What follows belongs to an exercise in optimizing a design on an open flow for small area; a production flow would make more cautious choices.
The RTL was checked by simulation tests, not by an equivalence proof against the original design.
No activity file was given, so power comes from the tool's default toggle rates.

P:
// ds_box2x2
module ds_box2x2 #(
   parameter int DATA_WIDTH = 24,
   parameter int ADDR_WIDTH = 16,
   parameter int IMG_W      = 256,
   parameter int IMG_H      = 256
) (
   input  logic                  clk,
   input  logic                  rst_n,
   input  logic [DATA_WIDTH-1:0] pix_i,
   input  logic                  pix_valid_i,
   input  logic                  frame_clr_i,
   output logic [DATA_WIDTH-1:0] ds_pix_o,
   output logic                  ds_valid_o,
   output logic [ADDR_WIDTH-1:0] ds_addr_o,
   output logic                  frame_done_o
);
export LEC_CHECK = 0
export CAP_MARGIN = 0
export CORE_MARGIN = 2
export CORE_UTILIZATION = 80
export SLEW_MARGIN = 0
create_clock -name core_clock -period 7.0 [get_ports {clk}]
standard.sh (not shown) runs the stock make flow with config.mk's settings and CLKGATE_MAP_FILE= SYNTH_SCRIPT=/design/flow/synth_recipe.tcl, a recipe that flattens the netlist after the stock synthesis.
==> flow/flow/run.sh <==
#!/bin/bash
# Standard ORFS layout with three changes: small port buffers, clock tree
# synthesis without dummy loads and with clkbuf_8 leaf clusters.
set -euo pipefail
CTS="-sink_clustering_enable -repair_clock_nets -dont_use_dummy_load"
CTS="$CTS -buf_list sky130_fd_sc_hd__clkbuf_8 -sink_clustering_size 24 -sink_clustering_max_diameter 50"
bash standard.sh \
  "BUFFER_PORTS_ARGS=-buffer_cell sky130_fd_sc_hd__buf_1" \
  "CTS_ARGS=$CTS" \
  finish > standard_flow.log 2>&1
P | ERROR | detailed placement
[inputs] Q vs P
--- a/flow/flow/run.sh
+++ b/flow/flow/run.sh
@@ -5,3 +5,3 @@
 CTS="-sink_clustering_enable -repair_clock_nets -dont_use_dummy_load"
-CTS="$CTS -buf_list sky130_fd_sc_hd__clkbuf_8 -sink_clustering_size 24 -sink_clustering_max_diameter 50"
+CTS="$CTS -buf_list sky130_fd_sc_hd__clkbuf_8 -sink_clustering_size 20 -sink_clustering_max_diameter 50"
 bash standard.sh \
--- a/flow/config.mk
+++ b/flow/config.mk
@@ -7,5 +7,5 @@
 export LEC_CHECK = 0
-export CAP_MARGIN = 0
+export CAP_MARGIN = 20
 export CORE_MARGIN = 2
-export CORE_UTILIZATION = 80
-export SLEW_MARGIN = 0
+export CORE_UTILIZATION = 70
+export SLEW_MARGIN = 20
==> run notes <==
Q finished every step from synthesis to the final layout, and the layout passed the timing, DRC and antenna checks. Relative to P, floorplan die width increased by about 7% in Q. Diff P -> Q | placed wire-length estimate | down by more than a quarter. The initial core utilization in Q was lower than what P gave. | die outline height | lower: P |. P -> Q: post-synthesis instance total delta 0, exact match. As far as count of flip-flops with a built-in enable after synthesis goes, P and Q are indistinguishable; the numbers are identical.
Inputs modified between Q and R:
--- a/flow/flow/run.sh
+++ b/flow/flow/run.sh
@@ -5,3 +5,3 @@
 CTS="-sink_clustering_enable -repair_clock_nets -dont_use_dummy_load"
-CTS="$CTS -buf_list sky130_fd_sc_hd__clkbuf_8 -sink_clustering_size 20 -sink_clustering_max_diameter 50"
+CTS="$CTS -buf_list sky130_fd_sc_hd__clkbuf_8 -sink_clustering_size 21 -sink_clustering_max_diameter 65"
 bash standard.sh \
@@ -9,2 +9,3 @@
   "CTS_ARGS=$CTS" \
+  "RECOVER_POWER=100" \
   finish > standard_flow.log 2>&1
--- a/flow/config.mk
+++ b/flow/config.mk
@@ -9,3 +9,3 @@
 export CORE_MARGIN = 2
-export CORE_UTILIZATION = 70
+export CORE_UTILIZATION = 75
 export SLEW_MARGIN = 20
==> comparison <==
The flow did not stop early for Q: all stages ran, and the layout cleared the timing, DRC and antenna checks. R finished all stages; however, its layout fails the closing checks, the failures being capacitance limit, slew limit. As far as power consumed by sequential cells is concerned, Q and R perform about the same. In the tables for Q and R, clock power share reads lower with R. [compare] base=Q new=R: cell area went down about 0.4%; maximum VDD drop shrank by 15%.
Modified inputs, S compared to R
--- a/flow/flow/run.sh
+++ b/flow/flow/run.sh
@@ -5,3 +5,3 @@
 CTS="-sink_clustering_enable -repair_clock_nets -dont_use_dummy_load"
-CTS="$CTS -buf_list sky130_fd_sc_hd__clkbuf_8 -sink_clustering_size 21 -sink_clustering_max_diameter 65"
+CTS="$CTS -buf_list sky130_fd_sc_hd__clkbuf_8 -sink_clustering_size 20 -sink_clustering_max_diameter 50"
 bash standard.sh \
@@ -9,3 +9,2 @@
   "CTS_ARGS=$CTS" \
-  "RECOVER_POWER=100" \
   finish > standard_flow.log 2>&1
--- a/flow/config.mk
+++ b/flow/config.mk
@@ -7,5 +7,5 @@
 export LEC_CHECK = 0
-export CAP_MARGIN = 20
+export CAP_MARGIN = 0
 export CORE_MARGIN = 2
-export CORE_UTILIZATION = 75
-export SLEW_MARGIN = 20
+export CORE_UTILIZATION = 70
+export SLEW_MARGIN = 0
The final layout from S, which completed every stage, passed the timing, DRC and antenna checks at the end of the flow.
Higher leakage power goes to S over R.
S — fmax 46 MHz higher, R as reference
| worst hold slack | higher: R |
Worst setup path endpoint = acc_b[7]: S; worst setup path endpoint = linebuf[120][9]: R
What T does differently from S at the input level:
==> flow/run.sh (new file) <==
#!/bin/bash
# synth_recipe.tcl (not shown) runs the flow's synth.tcl, then flattens the netlist and writes it again
# the make line also repeats each setting of config.mk as NAME=value (left out here)
make -C /OpenROAD-flow-scripts/flow DESIGN_CONFIG=/design/flow/config.mk WORK_HOME=/design/flow/orfs CLKGATE_MAP_FILE= SYNTH_SCRIPT=/design/flow/synth_recipe.tcl finish
--- a/flow/config.mk
+++ b/flow/config.mk
@@ -7,5 +7,8 @@
 export LEC_CHECK = 0
-export CAP_MARGIN = 0
+export CAP_MARGIN = 20
 export CORE_MARGIN = 2
-export CORE_UTILIZATION = 70
-export SLEW_MARGIN = 0
+export CORE_UTILIZATION = 65
+export CTS_BUF_LIST = sky130_fd_sc_hd__clkbuf_2 sky130_fd_sc_hd__clkbuf_4 sky130_fd_sc_hd__clkbuf_8
+export CTS_CLUSTER_DIAMETER = 40
+export CTS_CLUSTER_SIZE = 20
+export SLEW_MARGIN = 20
removed: flow/flow/run.sh
removed: flow/standard.sh
## What came out
When T is measured against S, its register fraction of the total cell area turns out 4.6 points lower.
Compared with S, T shows a lower initial core utilization.
Of the two candidates, S has the worse worst-case setup margin in the final layout and T the better one.

[port drivers added, routing unchanged]
In the flow no input, the clock included, has a driving cell. The finished layouts below were timed again as built, in two steps.
Step 1 (the two cells are an assumption about what drives the block):
set clk [get_ports {clk}]
set_driving_cell -lib_cell sky130_fd_sc_hd__clkbuf_16 $clk
set_driving_cell -lib_cell sky130_fd_sc_hd__buf_2 [delete_from_list [all_inputs] $clk]
Step 2 also shifts input and output timing later by t, the mid clock arrival at the registers, as if the neighbouring blocks saw the same clock.
Slacks: ideal / step 1 / step 2; pairs: ideal / step 1.
run	t (ns)	slack for setup (ns)	latest minus earliest clock arrival (ns)	worst slew at a driven data input, ns	pins driven straight from the clock port
Q	0.944	2.699 / 2.699 / 2.414	0.099 / 0.099	0.04	1
R	0.950	1.644 / 1.697 / 0.747	0.070 / 0.070	0.07	1
S	0.944	2.700 / 2.700 / 2.069	0.098 / 0.098	0.04	1
T	1.077	2.706 / 2.629 / 2.638	0.055 / 0.056	0.20	1
For R, which loses most, drivers alone change the setup slack by +0.053 ns; drivers and shift together by -0.897 ns.
